This design comes from an exercise in tuning for small area on the open sky130 flow, not from production work. Only simulation tests tie the RTL to the original design; equivalence was not proved. Power figures rest on the tool's default switching activity, not on a simulated workload.

==> flow/design.v <==
module sensor_stream_arbiter #(
  parameter int unsigned N_SENSORS = 8,
  parameter int unsigned DATA_W    = 110
) (
  input  logic                          clock,
  input  logic                          resetn,
  input  logic                          enable,
  input  logic [N_SENSORS-1:0]          sensor_ready,
  input  logic [N_SENSORS*DATA_W-1:0]   sensor_data,
  output logic [7:0]                    tx_data,
  output logic                          tx_valid,
  input  logic                          tx_ack,
  output logic                          busy,
  output logic [N_SENSORS-1:0]          overflow,
  input  logic                          clear_overflow
);
  localparam int unsigned NBYTES = (DATA_W + 7) / 8;    
  localparam int unsigned SH_W   = NBYTES * 8;
  logic                   valid;
  logic [2:0]             last;
  logic [N_SENSORS-1:0]   pending;
  logic [3:0]             cnt;         
  logic [N_SENSORS-1:0][DATA_W-1:0] hold;
  logic [N_SENSORS-1:0]   pol;
  logic [DATA_W-1:0]      pkt;         
  logic                   pkt_pol;
  logic [N_SENSORS-1:0] sel;
  logic [7:0]           above, hi;
  always_comb begin
    case (last)
      3'd0:    above = 8'b1111_1110;
      3'd1:    above = 8'b1111_1100;
      3'd2:    above = 8'b1111_1000;
      3'd3:    above = 8'b1111_0000;
      3'd4:    above = 8'b1110_0000;
      3'd5:    above = 8'b1100_0000;
      3'd6:    above = 8'b1000_0000;
      default: above = 8'b0000_0000;
    endcase
    hi  = pending & above;
    sel = '0;
    for (int k = 7; k >= 0; k--) if (pending[k]) sel = 8'(1) << k;
    if (|hi) begin
      sel = '0;
      for (int k = 7; k >= 0; k--) if (hi[k]) sel = 8'(1) << k;
    end
    if (valid) sel = '0;
  end
  logic [2:0]           gidx;
  always_comb begin
    gidx = 3'd0;
    for (int i = 0; i < N_SENSORS; i++) if (sel[i]) gidx = gidx | 3'(i);
  end
  wire grant = enable & (|sel);
  logic [DATA_W-1:0] pkt_n, g0_n, g1_n, g2_n;
  for (genvar b = 0; b < DATA_W; b++) begin : g_pkt
    sensor_stream_arbiter_aoi222 u_g0 (
      .a1(sel[0]), .a2(hold[0][b]), .b1(sel[1]), .b2(hold[1][b]),
      .c1(sel[2]), .c2(hold[2][b]), .y(g0_n[b]));
    sensor_stream_arbiter_aoi222 u_g1 (
      .a1(sel[3]), .a2(hold[3][b]), .b1(sel[4]), .b2(hold[4][b]),
      .c1(sel[5]), .c2(hold[5][b]), .y(g1_n[b]));
    sensor_stream_arbiter_aoi222 u_g2 (
      .a1(sel[6]), .a2(hold[6][b]), .b1(sel[7]), .b2(hold[7][b]),
      .c1(valid),  .c2(pkt[b]),     .y(g2_n[b]));
    assign pkt_n[b] = ~(g0_n[b] & g1_n[b] & g2_n[b]);
  end
  wire [SH_W-1:0] pkt_x = SH_W'(pkt);
  logic [NBYTES-1:0] bsel;
  always_comb for (int k = 0; k < NBYTES; k++) bsel[k] = (cnt == 4'(k));
  logic [7:0] pbyte_raw, pbyte;
  for (genvar j = 0; j < 8; j++) begin : g_byte
    localparam int K0 = (j >= 6) ? 1 : 0;
    logic [14:0] s, d;
    logic [4:0]  g_n;
    always_comb begin
      s = '0;
      d = '0;
      for (int k = K0; k < NBYTES; k++) begin
        s[k - K0] = bsel[k];
        d[k - K0] = pkt_x[SH_W-1-8*k-(7-j)];
      end
    end
    for (genvar m = 0; m < 4; m++) begin : g_grp
      sensor_stream_arbiter_aoi222 u_g (
        .a1(s[3*m]), .a2(d[3*m]), .b1(s[3*m+1]), .b2(d[3*m+1]),
        .c1(s[3*m+2]), .c2(d[3*m+2]), .y(g_n[m]));
    end
    if (K0 == 0) begin : g_two
      sensor_stream_arbiter_aoi22 u_g (
        .a1(s[12]), .a2(d[12]), .b1(s[13]), .b2(d[13]), .y(g_n[4]));
    end else begin : g_one
      assign g_n[4] = ~(s[12] & d[12]);
    end
    assign pbyte_raw[j] = ~&g_n;
  end
  assign pbyte = pbyte_raw ^ ({8{pkt_pol}} & ((cnt == 4'd0) ? 8'h3F : 8'hFF));
  wire xfer = valid & tx_ack;
  wire done = xfer & (cnt == 4'(NBYTES));
  logic [N_SENSORS-1:0] cap, keep;
  always_comb for (int i = 0; i < N_SENSORS; i++) begin
    cap[i]  = sensor_ready[i] & (~pending[i] | (enable & sel[i]));
    keep[i] = ~sensor_ready[i] | (pending[i] ^ (enable & sel[i]));
  end
  logic                 valid_n;
  logic [2:0]           last_n;
  logic [N_SENSORS-1:0] pending_n, overflow_n;
  always_comb begin
    valid_n = grant | (valid & ~done);
    last_n  = grant ? gidx : last;
    for (int i = 0; i < N_SENSORS; i++) begin
      pending_n[i]  = cap[i] | (pending[i] & ~(enable & sel[i]));
      overflow_n[i] = (sensor_ready[i] & ~cap[i]) | (overflow[i] & ~clear_overflow);
    end
  end
  always_ff @(posedge clock or negedge resetn) begin
    if (!resetn) begin
      valid    <= 1'b0;
      last     <= 3'd7;
      pending  <= '0;
      overflow <= '0;
    end else begin
      valid    <= valid_n;
      last     <= last_n;
      pending  <= pending_n;
      overflow <= overflow_n;
    end
  end
  always_ff @(posedge clock) begin
    pkt <= pkt_n;
    if (!valid) pkt_pol <= |(sel & pol);
    if (!valid) begin
      cnt     <= 4'd0;
      tx_data <= {4'hA, 1'b0, gidx};
    end else if (tx_ack) begin
      cnt     <= {cnt[3] ^ (&cnt[2:0]), cnt[2] ^ (&cnt[1:0]), cnt[1] ^ cnt[0], ~cnt[0]};
      tx_data <= pbyte;
    end
    for (int i = 0; i < N_SENSORS; i++) begin
      hold[i] <= ~(({DATA_W{cap[i]}} | hold[i])
                 & ({DATA_W{keep[i]}} | sensor_data[i*DATA_W +: DATA_W]));
      pol[i]  <= cap[i] | ~pol[i];
    end
  end
  assign tx_valid = valid;
  assign busy     = valid;
endmodule
module sensor_stream_arbiter_aoi222 (
  input  logic a1, a2, b1, b2, c1, c2,
  output logic y
);
  assign y = ~((a1 & a2) | (b1 & b2) | (c1 & c2));
endmodule
module sensor_stream_arbiter_aoi22 (
  input  logic a1, a2, b1, b2,
  output logic y
);
  assign y = ~((a1 & a2) | (b1 & b2));
endmodule
==> flow/flow/run.sh <==
#!/bin/bash
set -euo pipefail
cd "$(dirname "${BASH_SOURCE[0]}")/.."
cat >> config.mk <<'EOC'
export BUFFER_PORTS_ARGS = -buffer_cell sky130_fd_sc_hd__buf_1
export CTS_ARGS = -sink_clustering_enable -repair_clock_nets -dont_use_dummy_load -buf_list sky130_fd_sc_hd__clkbuf_16 -sink_clustering_size 28 -sink_clustering_max_diameter 100
EOC
bash standard.sh > standard_flow.log 2>&1
==> flow/standard.sh <==
#!/bin/bash
# synth_recipe.tcl (not shown) runs the flow's synth.tcl, then flattens the netlist and writes it again
# the make line also repeats each setting of config.mk as NAME=value (left out here)
make -C /OpenROAD-flow-scripts/flow DESIGN_CONFIG=/design/flow/config.mk WORK_HOME=/design/flow/orfs CLKGATE_MAP_FILE= SYNTH_SCRIPT=/design/flow/synth_recipe.tcl "${@:-finish}"
==> flow/config.mk <==
export PLATFORM = sky130hd
export DESIGN_NAME = sensor_stream_arbiter
export DESIGN_NICKNAME = sensor_stream_arbiter
export VERILOG_FILES = /design/flow/design.v
export SDC_FILE = /design/flow/constraint.sdc
export NUM_CORES = 4
export LEC_CHECK = 0
export CAP_MARGIN = 20
export CELL_PAD_IN_SITES_DETAIL_PLACEMENT = 1
export CORE_MARGIN = 2
export CORE_UTILIZATION = 45
export SLEW_MARGIN = 20
export SYNTH_HIERARCHICAL = 1
export SYNTH_MINIMUM_KEEP_SIZE = 0
export BUFFER_PORTS_ARGS = -buffer_cell sky130_fd_sc_hd__buf_1
export CTS_ARGS = -sink_clustering_enable -repair_clock_nets -dont_use_dummy_load -buf_list sky130_fd_sc_hd__clkbuf_16 -sink_clustering_size 28 -sink_clustering_max_diameter 100
==> flow/constraint.sdc <==
create_clock -name core_clock -period 8.0 [get_ports {clock}]
set_input_delay 1.6000 -clock core_clock [delete_from_list [all_inputs] [get_ports {clock}]]
set_output_delay 1.6000 -clock core_clock [all_outputs]
set_load 0.01 [all_outputs]
==> impl_metrics.tcl <==
set metrics [dict create \
    outcome "timing/DRC/antenna clean" \
    clk_pin_slew_ps 110 \
    drv_cap 0 \
    fin_skew_ps 41.6 \
    path_max_fanout 78 \
    synth_top_cell_area_share_pct 61.6 \
    instances_no_fill 4676 \
    ant_nets 0 \
    htree_levels 2 \
    synth.most_common_cell "dfxtp_1" \
    grt_max_degree 79 \
    synth-seq-cells 1031 \
    areaGrowthSynthToFinish_pct 17.4 \
    synth_edf_count 4 \
    hold_violations 0 \
    synthCells 2808 \
    gp_congestion 0.932 \
    cpMaxStageDelayCell "dfrtp_4" \
    num-nets-final 4501 \
    first_pass_iters 9 \
    synth_area_per_cell_um2 11.6 \
    grt_pass1_vias 32500 \
    synth_nets 3714 \
    finalPower_mw 16.2 \
    synth_top_area_cell "dfxtp_1" \
    worstMarginPinSlew_ps 1230 \
    core_area_mm2 0.0717 \
    netlist_area_mm2 0.0327 \
    num_rows 98 \
    slew_headroom_pct 17.9 \
    path_delay_family "buffers and inverters" \
    max_stage_delay_ps 850 \
    numCtsBuffers 43 \
    clockBufferDepth 3 \
    clk_latency_ps 630 \
    hp-start "pol[5]" \
    drt_iter0_drc 4863 \
    r2r-start "valid" \
    power_density_mw_per_mm2 422 \
    ys_warn_count 7 \
    cts_sinks 1031 \
    die_area_mm2 0.0748 \
    drive_above_1_share_pct 3.53 \
    cts_tree "yes" \
    die_h_um 274 \
    worst-setup-path-type "reg2reg" \
    ir_worst_vdd_uv 223 \
    required_ps 8450 \
    synth.area.top_cells "dfxtp_1, o22ai_1, a222oi_1" \
    track_usage_pct 40.2 \
    grt_overflow 0 \
    vias 33100 \
    cp-startpoint "valid" \
    antenna_found_initial 140 \
    postCtsResizedCells 0 \
    endpoint_kind "flop" \
    period_share_pct 63.1 \
    async_flop_share_pct 1.94 \
    die_w_um 274 \
    layout_min_cycle_time_ps 5050 \
    arrival_ps 5500 \
    drc 0 \
    start_util_pct 45.6 \
    fmax_ghz 0.198 \
    cts_root_buf "clkbuf_16" \
    ctsHoldBuffers 0 \
    crit_chain "inv_1, and2_4, and2_1, a32o_4, nand2_1, ha_1, nor2b_4, buf_4, buf_4, o22ai_1" \
    crit_top_cell "buf_4" \
    drt_wl_total_um 161000 \
    viasPerCell 7.08 \
    ys_types 53 \
    wl_per_cell_um 34.5 \
    dpl.hpwl_um 111000 \
    seq_area_frac_synth_pct 63.6 \
    min_path_type "reg2reg" \
    path_buf_inv 3 \
    setup_violations 0 \
    grt_pass1_wl_um 224000 \
    ioPinCount 911 \
    setup_tns_ps 0 \
    placed_area_mm2 0.0370 \
    synth_commonest_cells "dfxtp_1, o22ai_1, a222oi_1" \
    p_leak_nw 13.4 \
    fin_area_mm2 0.0384 \
    dp_cells 4500 \
    r2r_slack_ps 2950 \
    io_buffer_count 910 \
    cp-start-kind "flop" \
    post-cts-setup-buffers 0 \
    rsz0062_at_grt "false" \
    ys.flop_type "dfxtp_1" \
    drv_slew 0 \
]
==> where the power goes <==
part           switching [mW]  internal (mW)  total, mW
registers                1.89           7.95       9.84
logic                    2.10           1.70       3.80
clock network            1.59          0.973       2.57
total                    5.58           10.6       16.2
==> cell families (layout without fill, tap and decap cells) <==
logic type      after synthesis  in the layout  synth area share (%)
fa+ha+maj                    13             13                 0.497
mux                           6              6                 0.187
flops                      1031           1031                  63.6
simple gates                243            243                  3.86
compound gates             1289           1289                  29.1
other cells                   0            133                     0
xor+xnor                     10             10                 0.268
buf+inv                     216           1001                  2.57
==> per-module statistics from Yosys, one instance, submodules excluded <==
module | cells inside | flops+latches | times used
sensor_stream_arbiter_aoi22 | 1 | 0 | 6
sensor_stream_arbiter_aoi222 | 1 | 0 | 362
sensor_stream_arbiter | 2440 | 1031 | 1
==> area by class of cell <==
class,instances,area (um^2)
Fill cell,8003,33300
Sequential cell,1031,20800
Multi-Input combinational cell,1561,11300
Timing Repair Buffer,944,3680
Tap cell,950,1190
Clock buffer,43,1080
Antenna cell,133,333
Inverter,14,52.6
==> per-layer routing <==
| metal | share of wire, % | GRT usage, % | vias to the layer above |
|---|---|---|---|
| met5 | 0.16 | 0 | - |
| met4 | 6.7 | 24.7 | 40 |
| met3 | 11 | 9.90 | 582 |
| met2 | 46 | 64.0 | 2390 |
| met1 | 36 | 49.0 | 16500 |
| li1 | - | - | 13500 |
==> cells in the final DEF (no fill, tap or decap), types with 2 or more instances in the layout <==
master	count
a21o_1	3
a21oi_1	7
a222oi_1	363
a22oi_1	2
a22oi_2	6
a32o_4	2
a41o_4	2
and2_1	13
and3_1	8
buf_1	910
buf_4	33
clkbuf_16	43
dfrtp_1	16
dfstp_2	3
dfxtp_1	1007
diode_2	133
edfxtp_1	4
ha_1	13
inv_1	14
mux2i_1	5
nand2_1	30
nand2_4	8
nand2b_1	12
nand3_1	121
nand4_1	4
nor2_1	11
nor2b_1	4
nor2b_4	8
nor3_1	3
nor4_1	5
o21ai_0	11
o22ai_1	881
or2_2	8
xnor2_1	4
xor2_1	6
==> metrics by stage <==
| stage | worst slack (ps) | util, % | hold slack [ps] |
|---|---|---|---|
| after detailed placement | 3150 | 51.6 | 387 |
| after global routing | 2920 | 53.4 | 424 |
| after CTS | 3120 | 53.1 | 413 |
| after floorplan | 2550 | - | 370 |
| final | 2950 | 53.5 | 415 |
| after global placement | 3270 | 51.6 | 377 |
==> state kept, by name, indices dropped and copies added (netlist names) <==
signal and count:
hold 880, valid 1, tx_data 8, pol 8, pkt_pol 1, pending 8, cnt 4, last 3
pkt 110, overflow 8
==> path summary, 6_finish.rpt <==
check                        endpoint  cells past startpoint
min in group asynchronous  pending[5]                      2
setup reg to reg            hold[156]                     10
max in group asynchronous     last[2]                      2
hold reg to reg                pol[5]                      1
setup / recovery            hold[156]                     10
hold / removal                 pol[5]                      1

[afterwards: timing with drivers on the ports]
In the flow no input, the clock included, has a driving cell. The finished layout below was timed again as built, in two steps.
Step 1, drivers: a clkbuf_16 drives clock and a buf_2 each remaining input, both assumed.
Step 2, shift: input delay + t, output delay - t, t = (earliest + latest rising clock arrival at the registers) / 2. This alone moves slack from input paths to output paths.
Three values: ideal, step 1, step 2; two values: the first two.
shift t [ns]: 0.681
setup slack, ns: 2.948 / 2.948 / 2.948
worst hold slack (ns): 0.415 / 0.415 / 0.415
slew at the worst register clock pin (ns): 0.11 / 0.11
pins driven straight from the clock port: 1
After both steps this run still meets setup and hold. For this run, drivers alone change the setup slack by 0.000 ns; drivers and shift together by 0.000 ns.
